Background: an optimization exercise with open tools, aiming at small area and a short achievable clock period. Do not read the settings as production practice.
In this exercise RTL edits were held to simulation tests only and were not proved equivalent to the original.
The clock port is modelled as an ideal driver; clocking choices that lean on that would not hold on a real chip.
Power is estimated from default activity; no workload was simulated.

==> flow/design.v (outline; a module is shown in full before it is edited, if it fits) <==
// module pe_fa: 10 lines
// module pe_ha: 9 lines
// module pe_booth_sel: 10 lines
// module pe_aoi22: 9 lines
// module pe_ao22: 9 lines
// module pe_xor2: 7 lines
// module pe_xnor2: 7 lines
// module pe_dot_unit: 2982 lines
module pe_dot_unit (
  input  logic                clock,
  input  logic                i_arst_n,
  input  logic [7:0][7:0]     i_feature,
  input  logic [7:0][7:0]     i_filter,
  output logic signed [17:0]  o_result
);
  // ...
==> flow/flow/run.sh <==
#!/bin/bash
set -e
cd "$(dirname "$0")/.."
W=$(pwd)
{
  echo "export BUFFER_PORTS_ARGS = -buffer_cell sky130_fd_sc_hd__buf_1"
  echo "export POST_CTS_TCL = $W/flow/skew.tcl"
  echo "export SKEW_SPEC = 2 1.10 3 1.65 4 2.10 5 1.00"
  echo "export SKEW_GROUP = 24"
  echo "export SKIP_CTS_REPAIR_TIMING = 1"
  echo "export REMOVE_ABC_BUFFERS = 1"
} >> config.mk
bash standard.sh > standard.log 2>&1
==> flow/flow/skew.tcl <==

proc skew_log { msg } { puts "SKEW: $msg" }

# this file may be sourced inside a proc (the ORFS hook); keep its state global
global skew_block skew_db skew_group skew_rootnet skew_chain skew_chainnets skew_ranks skew_ref

set skew_block [ord::get_db_block]
set skew_db [ord::get_db]
set skew_leaf_master [$skew_db findMaster sky130_fd_sc_hd__clkbuf_16]
set skew_drv_master [$skew_db findMaster sky130_fd_sc_hd__clkbuf_16]
set skew_dly_masters [list \
  [$skew_db findMaster sky130_fd_sc_hd__clkdlybuf4s50_1] \
  [$skew_db findMaster sky130_fd_sc_hd__clkdlybuf4s25_1] \
  [$skew_db findMaster sky130_fd_sc_hd__clkdlybuf4s15_1]]
set skew_group $::env(SKEW_GROUP)

# clock root buffer: the one cell on the clock port's net
set skew_portnet [[$skew_block findBTerm clock] getNet]
set skew_root ""
foreach it [$skew_portnet getITerms] { set skew_root [$it getInst] }
set skew_rootnet [[$skew_root findITerm X] getNet]
set skew_rootloc [$skew_root getLocation]
skew_log "root [$skew_root getName] net [$skew_rootnet getName]"

proc skew_clk_iterm { inst } {
  foreach it [$inst getITerms] {
    if { [[$it getMTerm] getName] == "CLK" } { return $it }
  }
  return ""
}

proc skew_arrival { insts } {
  set sum 0.0
  set n 0
  foreach inst $insts {
    set p [get_pins -of_objects [get_cells [$inst getName]] -filter "name==CLK"]
    set a [get_property $p arrival_max_rise]
    set sum [expr { $sum + $a }]
    incr n
  }
  if { $n == 0 } { return 0.0 }
  return [expr { $sum / $n }]
}

# split a list of insts into ceil(n / skew_group) groups of about equal size
# by coordinate bisection
proc skew_split { insts } {
  global skew_group
  set n [llength $insts]
  set k [expr { ($n + $skew_group - 1) / $skew_group }]
  if { $k <= 1 } { return [list $insts] }
  set xs {}
  set ys {}
  foreach i $insts {
    lassign [$i getLocation] x y
    lappend xs $x
    lappend ys $y
  }
  set dx [expr { [tcl::mathfunc::max {*}$xs] - [tcl::mathfunc::min {*}$xs] }]
  set dy [expr { [tcl::mathfunc::max {*}$ys] - [tcl::mathfunc::min {*}$ys] }]
  set idx [expr { $dx >= $dy ? 0 : 1 }]
  set keyed {}
  foreach i $insts { lappend keyed [list [lindex [$i getLocation] $idx] $i] }
  set sorted {}
  foreach kk [lsort -integer -index 0 $keyed] { lappend sorted [lindex $kk 1] }
  set k1 [expr { $k / 2 }]
  set n1 [expr { int(round(double($n) * $k1 / $k)) }]
  return [concat [skew_split [lrange $sorted 0 [expr { $n1 - 1 }]]] \
    [skew_split [lrange $sorted $n1 end]]]
}

proc skew_centroid { insts } {
  set sx 0
  set sy 0
  foreach i $insts {
    lassign [$i getLocation] x y
    incr sx $x
    incr sy $y
  }
  set n [llength $insts]
  return [list [expr { $sx / $n }] [expr { $sy / $n }]]
}

proc skew_place { inst loc } {
  $inst setLocation [lindex $loc 0] [lindex $loc 1]
  $inst setPlacementStatus PLACED
}

proc skew_build_chain { r drv cells flops } {
  global skew_block skew_rootnet
  [$drv findITerm A] disconnect
  for { set j 0 } { $j < 32 } { incr j } {
    set c [$skew_block findInst "skew_r${r}_dly_$j"]
    if { $c != "NULL" } { odb::dbInst_destroy $c }
    set n [$skew_block findNet "skew_r${r}_chain_$j"]
    if { $n != "NULL" } { odb::dbNet_destroy $n }
  }
  set prev $skew_rootnet
  set j 0
  foreach m $cells {
    set c [odb::dbInst_create $skew_block $m "skew_r${r}_dly_$j"]
    skew_place $c [skew_centroid $flops]
    [$c findITerm A] connect $prev
    set nn [odb::dbNet_create $skew_block "skew_r${r}_chain_$j"]
    $nn setSigType CLOCK
    [$c findITerm X] connect $nn
    set prev $nn
    incr j
  }
  [$drv findITerm A] connect $prev
}

proc skew_tune { r d flops drv } {
  global skew_db skew_ref
  set s15 [$skew_db findMaster sky130_fd_sc_hd__clkdlybuf4s15_1]
  set s25 [$skew_db findMaster sky130_fd_sc_hd__clkdlybuf4s25_1]
  set s50 [$skew_db findMaster sky130_fd_sc_hd__clkdlybuf4s50_1]
  set est {}
  for { set a 0 } { $a <= 6 } { incr a } {
    for { set b 0 } { $b <= 2 } { incr b } {
      for { set c 0 } { $c <= 1 } { incr c } {
        set cells {}
        for { set i 0 } { $i < $a } { incr i } { lappend cells $s50 }
        for { set i 0 } { $i < $b } { incr i } { lappend cells $s25 }
        for { set i 0 } { $i < $c } { incr i } { lappend cells $s15 }
        lappend est [list [expr { 0.52 * $a + 0.30 * $b + 0.22 * $c }] $cells]
      }
    }
  }
  set best {}
  set bestdiff 1e9
  set bestgot 0
  foreach e [lsort -real -index 0 $est] {
    set cells [lindex $e 1]
    skew_build_chain $r $drv $cells $flops
    estimate_parasitics -placement
    set got [expr { [skew_arrival $flops] - [skew_arrival $skew_ref] }]
    # aim 0.05 ns low: legalizing the new cells afterwards adds about that
    set diff [expr { abs($got - ($d - 0.05)) }]
    if { $diff < $bestdiff } {
      set bestdiff $diff
      set best $cells
      set bestgot $got
    }
    if { $got > $d + 0.15 } { break }
  }
  skew_build_chain $r $drv $best $flops
  skew_log "rank $r: chain of [llength $best] cells, skew [format %.3f $bestgot] (want $d)"
}

set skew_ranks {}
foreach {r d} $::env(SKEW_SPEC) { dict set skew_ranks $r $d }
set skew_ref {}
set skew_byrank [dict create]
foreach inst [$skew_block getInsts] {
  if { ![string match "*df*" [[$inst getMaster] getName]] } { continue }
  set r 0
  regexp {_q([0-9]+)\$} [$inst getName] -> r
  if { [dict exists $skew_ranks $r] } {
    dict lappend skew_byrank $r $inst
  } else {
    lappend skew_ref $inst
  }
}
estimate_parasitics -placement
set skew_refarr [skew_arrival $skew_ref]
skew_log "reference arrival [format %.3f $skew_refarr] over [llength $skew_ref] registers"

set skew_oldnets {}
set skew_drvs [dict create]
set skew_uid 0
dict for {r d} $skew_ranks {
  if { ![dict exists $skew_byrank $r] } { continue }
  set flops [dict get $skew_byrank $r]
  set drvnet [odb::dbNet_create $skew_block "skew_r${r}_trunk"]
  $drvnet setSigType CLOCK
  set k 0
  foreach grp [skew_split $flops] {
    set leaf [odb::dbInst_create $skew_block $skew_leaf_master "skew_r${r}_leaf_$k"]
    skew_place $leaf [skew_centroid $grp]
    set lnet [odb::dbNet_create $skew_block "skew_r${r}_leafnet_$k"]
    $lnet setSigType CLOCK
    [$leaf findITerm A] connect $drvnet
    [$leaf findITerm X] connect $lnet
    foreach f $grp {
      set it [skew_clk_iterm $f]
      set on [$it getNet]
      if { $on != "NULL" } { lappend skew_oldnets $on }
      $it disconnect
      $it connect $lnet
    }
    incr k
  }
  set drv [odb::dbInst_create $skew_block $skew_drv_master "skew_r${r}_drv"]
  skew_place $drv [skew_centroid $flops]
  [$drv findITerm X] connect $drvnet
  skew_log "rank $r: [llength $flops] registers, $k leaf buffers"

  # delay chain from the root net to the trunk driver
  dict set skew_drvs $r $drv
  skew_tune $r $d $flops $drv
}

# clock buffers left without sinks
foreach n [lsort -unique $skew_oldnets] {
  set sinks 0
  set drv ""
  foreach it [$n getITerms] {
    if { [$it isOutputSignal] } { set drv [$it getInst] } else { incr sinks }
  }
  if { $sinks == 0 && $drv != "" } {
    skew_log "removing idle clock buffer [$drv getName]"
    odb::dbInst_destroy $drv
    odb::dbNet_destroy $n
  }
}

proc skew_of { inst } {
  global skew_ranks
  set r 0
  regexp {_q([0-9]+)\$} [$inst getName] -> r
  if { [dict exists $skew_ranks $r] } { return [dict get $skew_ranks $r] }
  return 0.0
}
set skew_npad 0
set s25m [$skew_db findMaster sky130_fd_sc_hd__clkdlybuf4s25_1]
set s50m [$skew_db findMaster sky130_fd_sc_hd__clkdlybuf4s50_1]
foreach inst [$skew_block getInsts] {
  if { ![string match "*df*" [[$inst getMaster] getName]] } { continue }
  set dit [$inst findITerm D]
  if { $dit == "NULL" } { continue }
  set dnet [$dit getNet]
  if { $dnet == "NULL" } { continue }
  set src ""
  foreach it [$dnet getITerms] {
    if { [$it isOutputSignal] } { set src [$it getInst] }
  }
  if { $src == "" || ![string match "*df*" [[$src getMaster] getName]] } { continue }
  set gap [expr { [skew_of $inst] - [skew_of $src] }]
  if { $gap < 0.12 } { continue }
  set cells [list $s25m]
  if { $gap > 0.3 } { set cells [list $s50m] }
  if { $gap > 0.7 } { set cells [list $s50m $s50m] }
  if { $gap > 1.1 } { set cells [list $s50m $s50m $s50m] }
  $dit disconnect
  set prev $dnet
  set j 0
  foreach m $cells {
    set c [odb::dbInst_create $skew_block $m "skew_hold_${skew_npad}_$j"]
    skew_place $c [$inst getLocation]
    [$c findITerm A] connect $prev
    set nn [odb::dbNet_create $skew_block "skew_hold_${skew_npad}_n$j"]
    [$c findITerm X] connect $nn
    set prev $nn
    incr j
  }
  $dit connect $prev
  incr skew_npad
}
skew_log "delay cells on $skew_npad register-to-register connections"

detailed_placement
dict for {r d} $skew_ranks {
  if { [dict exists $skew_byrank $r] } {
    skew_tune $r $d [dict get $skew_byrank $r] [dict get $skew_drvs $r]
  }
}
detailed_placement
check_placement -verbose
estimate_parasitics -placement
dict for {r d} $skew_ranks {
  if { [dict exists $skew_byrank $r] } {
    skew_log "rank $r final skew [format %.3f [expr { [skew_arrival [dict get $skew_byrank $r]] - [skew_arrival $skew_ref] }]]"
  }
}
report_clock_skew
==> flow/standard.sh <==
#!/bin/bash
# synth_recipe.tcl (not shown) runs the flow's synth.tcl, then flattens the netlist and writes it again
# the make line also repeats each setting of config.mk as NAME=value (left out here)
make -C /OpenROAD-flow-scripts/flow DESIGN_CONFIG=/design/flow/config.mk WORK_HOME=/design/flow/orfs CLKGATE_MAP_FILE= SYNTH_SCRIPT=/design/flow/synth_recipe.tcl "${@:-finish}"
==> flow/config.mk <==
export PLATFORM = sky130hd
export DESIGN_NAME = pe_dot_unit
export DESIGN_NICKNAME = pe_dot_unit
export VERILOG_FILES = /design/flow/design.v
export SDC_FILE = /design/flow/constraint.sdc
export NUM_CORES = 4
export LEC_CHECK = 0
export CAP_MARGIN = 20
export CORE_MARGIN = 2
export CORE_UTILIZATION = 40
export CTS_CLUSTER_DIAMETER = 100
export CTS_CLUSTER_SIZE = 26
export HOLD_SLACK_MARGIN = 0.2
export SETUP_SLACK_MARGIN = 2.7
export SLEW_MARGIN = 20
export SYNTH_HIERARCHICAL = 1
export SYNTH_MINIMUM_KEEP_SIZE = 0
export BUFFER_PORTS_ARGS = -buffer_cell sky130_fd_sc_hd__buf_1
export POST_CTS_TCL = /design/flow/flow/skew.tcl
export SKEW_SPEC = 2 1.10 3 1.65 4 2.10 5 1.00
export SKEW_GROUP = 24
export SKIP_CTS_REPAIR_TIMING = 1
export REMOVE_ABC_BUFFERS = 1
==> flow/constraint.sdc <==
create_clock -name core_clock -period 4.7 [get_ports {clock}]
set_input_delay 0.9400 -clock core_clock [delete_from_list [all_inputs] [get_ports {clock}]]
set_output_delay 0.9400 -clock core_clock [all_outputs]
set_load 0.01 [all_outputs]
==> flow_summary_export.csv, run 1 <==
group,metric,value,unit
synthesis,syn_avg_cell_area,13.5,µm²
sta,setup_viol,0,
critical_path,cp_num_buf_inv,0,
route,wirelength,51100,µm
place,gp_congestion,0.972,
critical_path,arrival,3.56,ns
finish,final_cell_mix,"fa_1 (291), dfxtp_1 (240), xor2_1 (208), a22o_1 (192), buf_1 (136)",
finish,reg.largest.list,"result_q: 18 flops, fill_q: 3 flops",
place,dp_cells,2185,
status,status,"complete, no violations",
min_path,min_path_cells,4,
critical_path,cp_common_cell,"fa_1",
place,io_buffers,147,
global_route,use_met3,0.0270,
die,die_h,223,µm
critical_path,endpoint,"fs_975_q2",
finish,ff_latch_area,0.00738,mm²
power,p_int,0.0111,W
critical_path,setup.worst_path.end_class,"register",
critical_path,worstPathCellList,"a22o_1 -> xor2_1 -> fa_1 -> fa_1 -> fa_1 -> fa_1",
route,met1_length,21500,µm
sta,fmax,0.501,GHz
power,swShare,0.409,
sta,hold_slack,0.0390,ns
critical_path,crit_start,"one_236_q1",
finish,final_area,0.0222,mm²
power,clock_power_share,0.140,
route,drcViolationCount,0,
sta,fin_worst_skew,1.23,ns
critical_path,slowest_delay,0.60,ns
finish,largest_reg_flops,18,
critical_path,r2r-end,"fs_975_q2",
==> run 2, diff against run 1 <==
--- a/flow/flow/run.sh
+++ b/flow/flow/run.sh
@@ -7,5 +7,6 @@
   echo "export POST_CTS_TCL = $W/flow/skew.tcl"
   echo "export SKEW_SPEC = 2 1.10 3 1.65 4 2.10 5 1.00"
-  echo "export SKEW_GROUP = 24"
+  echo "export SKEW_GROUP = 14"
+  echo "export SKEW_LEAF = sky130_fd_sc_hd__clkbuf_8"
   echo "export SKIP_CTS_REPAIR_TIMING = 1"
   echo "export REMOVE_ABC_BUFFERS = 1"
--- a/flow/flow/skew.tcl
+++ b/flow/flow/skew.tcl
@@ -7,5 +7,5 @@
 set skew_block [ord::get_db_block]
 set skew_db [ord::get_db]
-set skew_leaf_master [$skew_db findMaster sky130_fd_sc_hd__clkbuf_16]
+set skew_leaf_master [$skew_db findMaster $::env(SKEW_LEAF)]
 set skew_drv_master [$skew_db findMaster sky130_fd_sc_hd__clkbuf_16]
 set skew_dly_masters [list \
--- a/flow/config.mk
+++ b/flow/config.mk
@@ -19,5 +19,6 @@
 export POST_CTS_TCL = /design/flow/flow/skew.tcl
 export SKEW_SPEC = 2 1.10 3 1.65 4 2.10 5 1.00
-export SKEW_GROUP = 24
+export SKEW_GROUP = 14
+export SKEW_LEAF = sky130_fd_sc_hd__clkbuf_8
 export SKIP_CTS_REPAIR_TIMING = 1
 export REMOVE_ABC_BUFFERS = 1
==> run 2 against run 1 <==
  * Worst setup slack worse by 0.025 ns
  * Die area stayed put
  * Still clean
  * Global-route usage is 0.053 points higher
  * Largest cell class unchanged
  * Clock skew is 0.027 ns higher
  * Synthesized cell count stayed put
  * Routed wire length is 0.48% higher
  * Utilization is 0.055 points lower
  * Critical path depth stayed put
  * Final area is 0.12% lower
  * Sequential cell count stayed put
  * Synthesized area stayed put
==> flow_summary_export.csv, run 2 <==
group,metric,value,unit
critical_path,worstSetupPathType,"register to register",
sta,worst_pin_slew,0.609,ns
power,clock_power_share,0.138,
sta,period_needed,2.02,ns
synthesis,syn_inst,1425,
sta,max-slew-margin-rel,0.591,
place,pre_cts_ws,1.34,ns
route,wire_per_inst,22.4,µm
synthesis,ys_warn_count,7,
critical_path,critPathLaunchType,"register",
synthesis,netlist_area,0.0192,mm²
finish,final_area,0.0222,mm²
critical_path,cp.required,6.25,ns
route,dr.pass1.iters,5,
die,core_area,0.0475,mm²
sta,setup_viol,0,
synthesis,synth-edff-count,0,
critical_path,r2r-start,"two_27_q1",
sta,finalMaxSlewViolations,0,
global_route,first_global_vias,12293,
power,combPwrFrac,0.586,
run,maxCapViolCount,0,
sta,fin_worst_skew,1.25,ns
finish,drive_above_1_share,0.101,
route,drtIter0Drc,866,
critical_path,critPathMaxFanout,7,
place,placed_cell_area,0.0205,mm²
route,drcViolationCount,0,
global_route,grt_remaining_overflow,0,
critical_path,cp_common_cell,"fa_1",
synthesis,yosys-top-cells-count,"dfxtp_1 (336), fa_1 (292), xor2_1 (214), a22o_1 (192), xnor2_1 (103)",
finish,reg.largest.list,"result_q: 18 flops, fill_q: 3 flops",
critical_path,arrival,3.58,ns
place,dp_hpwl,41700,µm
global_route,grt_first_pass_wirelength,76100,µm
die,initial_core_util,0.403,
power,p_leak,8.94,nW
critical_path,setup.worst_path.end_class,"register",
die,die_w,223,µm
power,power,0.0188,W
status,status,"complete, no violations",
route,ant_nets,0,
critical_path,worstPathCellList,"a22o_1 -> xor2_1 -> fa_1 -> fa_1 -> fa_1 -> fa_1",
route,vias,11584,
clocking,cts_tree,"yes",
finish,antenna_cells,0,
power,seqPwrFrac,0.276,
synthesis,yosys.area.top_type,"dfxtp_1",
synthesis,ys.flop_type,"dfxtp_1",
sta,min_period_over_period,0.430,
place,io_buffers,147,
global_route,grt_max_degree,27,
power,swShare,0.410,
synthesis,async_flop_share,0.0588,
sta,fin_ws,2.68,ns
die,io_pins,148,
finish,nets,2123,
finish,largest_reg_flops,18,
min_path,hp-class,"register to register",
sta,rsz0062_at_grt,"yes",
place,gp_congestion,0.972,
finish,largest_register,"result_q",
min_path,hold_start,"neg_28_q1",
sta,fin_setup_tns,0,ns
route,via_per_inst,5.06,
finish,final_common_cell,"fa_1",
clocking,insertion_delay,2.68,ns
die,die_h,223,µm
synthesis,yosysSeqAreaShare,0.378,
synthesis,synth_seq_cells,357,
finish,finish.utilization,0.466,
critical_path,critPathSlowestCell,"fa_1",
power,p_int,0.0111,W
clocking,clock_sinks,357,
synthesis,yosysMostFrequentCell,"dfxtp_1",
synthesis,synth.top_cell.area_share,0.351,
critical_path,crit_start,"two_27_q1",
clocking,clkSlewWorstSetupHoldPaths,0.09,ns
power,p_switching,0.00770,W
sta,finalHoldViolations,0,
power,p_per_area,846,mW/mm²
global_route,grt_use_total,0.208,
synthesis,syn_avg_cell_area,13.5,µm²
power,ir_drop,0.422,mV
synthesis,yosys-top-cells-area,"dfxtp_1 (35%), fa_1 (30%), xor2_1 (9.8%)",
global_route,antenna_found_initial,0,
finish,final_cell_mix,"fa_1 (290), dfxtp_1 (242), xor2_1 (210), a22o_1 (192), buf_1 (136)",
critical_path,slowest_delay,0.61,ns
sta,fmax,0.494,GHz
finish,area_growth,15.6,%
die,num_rows,80,
route,wirelength,51300,µm
die,die_area,0.0497,mm²
synthesis,post_synth_num_cell_types,33,
run 2: cell counts after synthesis:
Identical to the previous run, type by type.
run 2: cells by family after synthesis:
group / Yosys count / share of synthesized area
DFF: 357 / 0.378
buffers and inverters: 57 / 0.0112
AOI/OAI and AO/OA: 225 / 0.0982
adders and majority gates: 328 / 0.328
and+or+nand+nor: 139 / 0.0379
muxes: 2 / 0.00117
xor gates and xnor gates: 317 / 0.145
run 2: worst max-delay path: cells and delay by family (launching register included):
family | cells | cell delay, ns
flip-flops | 1 | 0.47
adder cells (fa/ha/maj) | 4 | 1.95
XOR/XNOR | 1 | 0.40
AO/OA/AOI/OAI | 1 | 0.22
run 2: path summary, 6_finish.rpt:
check / end / slack, ns / cells after the start
worst max-delay path: fs_975_q2 / 2.68 / 6
worst min-delay path: fs_1019_q2 / 0.04 / 4
worst max register to register: fs_975_q2 / 2.68 / 6
worst min register to register: fs_1019_q2 / 0.04 / 4
max in group asynchronous: result_q[3] / 4.00 / 1
min in group asynchronous: fill_q[1] / 0.34 / 1
run 2: per-stage QoR:
stage	instances	hold WS, ns
after floorplan	1423	0.310
after global placement	2185	0.310
after detailed placement	2185	0.312
after global routing	2290	0.0512
final	2290	0.0439
run 2: metal layers:
layer | track usage | wire length (µm) | share of wire | vias to the layer above
met5 | 0 | 0 | 0 | -
met3 | 0.0279 | 2500 | 0.049 | 93
met2 | 0.349 | 25200 | 0.49 | 362
li1 | - | - | - | 5199
met1 | 0.268 | 21100 | 0.41 | 5930
met4 | 0.0996 | 2510 | 0.049 | 0
run 2: per-module statistics from Yosys (local to each module, per instance):
module,copies in the design,cell area [µm²],cells inside
pe_xor2,192,8.76,1
pe_ao22,192,8.76,1
pe_ha,9,12.5,1
pe_fa,288,20.0,1
pe_dot_unit,1,9930,744
run 2: layout make-up, without the clock buffers:
class	count	area, µm²
clock inverter	7	98.8
fill	4286	25400
inverter	55	206
multi-input combinational	1011	11800
sequential	357	7370
timing repair buffer	180	896
tap	615	769
buffer	42	529
run 2: power by group through the flow:
| stage | combinational [W] | clock [W] | sequential, W |
|---|---|---|---|
| floorplan | 0.00663 | 0 | 0.00503 |
| global placement | 0.0102 | 0 | 0.00522 |
| detailed placement | 0.0104 | 0 | 0.00524 |
| global route | 0.0123 | 0.00279 | 0.00530 |
| finish | 0.0110 | 0.00258 | 0.00518 |

==> static timing again, ports no longer ideal <==
In the flow no input, the clock included, has a driving cell. The finished layouts below were timed again as built, in two steps.
Step 1 sets driving cells, clkbuf_16 on the clock port and buf_2 on the other inputs (assumed; they add their load-dependent delay and slew).
Step 2, shift: input delay + t, output delay - t, t = (earliest + latest rising clock arrival at the registers) / 2. This alone moves slack from input paths to output paths.
Slacks: ideal ports / drivers / drivers and shift; pairs: ideal ports / drivers.
run	shift t [ns]	setup WS [ns]	latest minus earliest clock arrival (ns)	worst data-port slew with drivers (ns)
run 1	1.642	2.703 / 2.667 / 1.835	2.149 / 2.149	0.04
run 2	1.652	2.678 / 2.667 / 1.794	2.171 / 2.172	0.04
Clock arrivals are far apart in run 1 and run 2, so t is only a midpoint there and step 2 fits no single register. The setup slack of run 2, which loses most, moves by -0.011 ns with the drivers and by -0.884 ns with both steps.
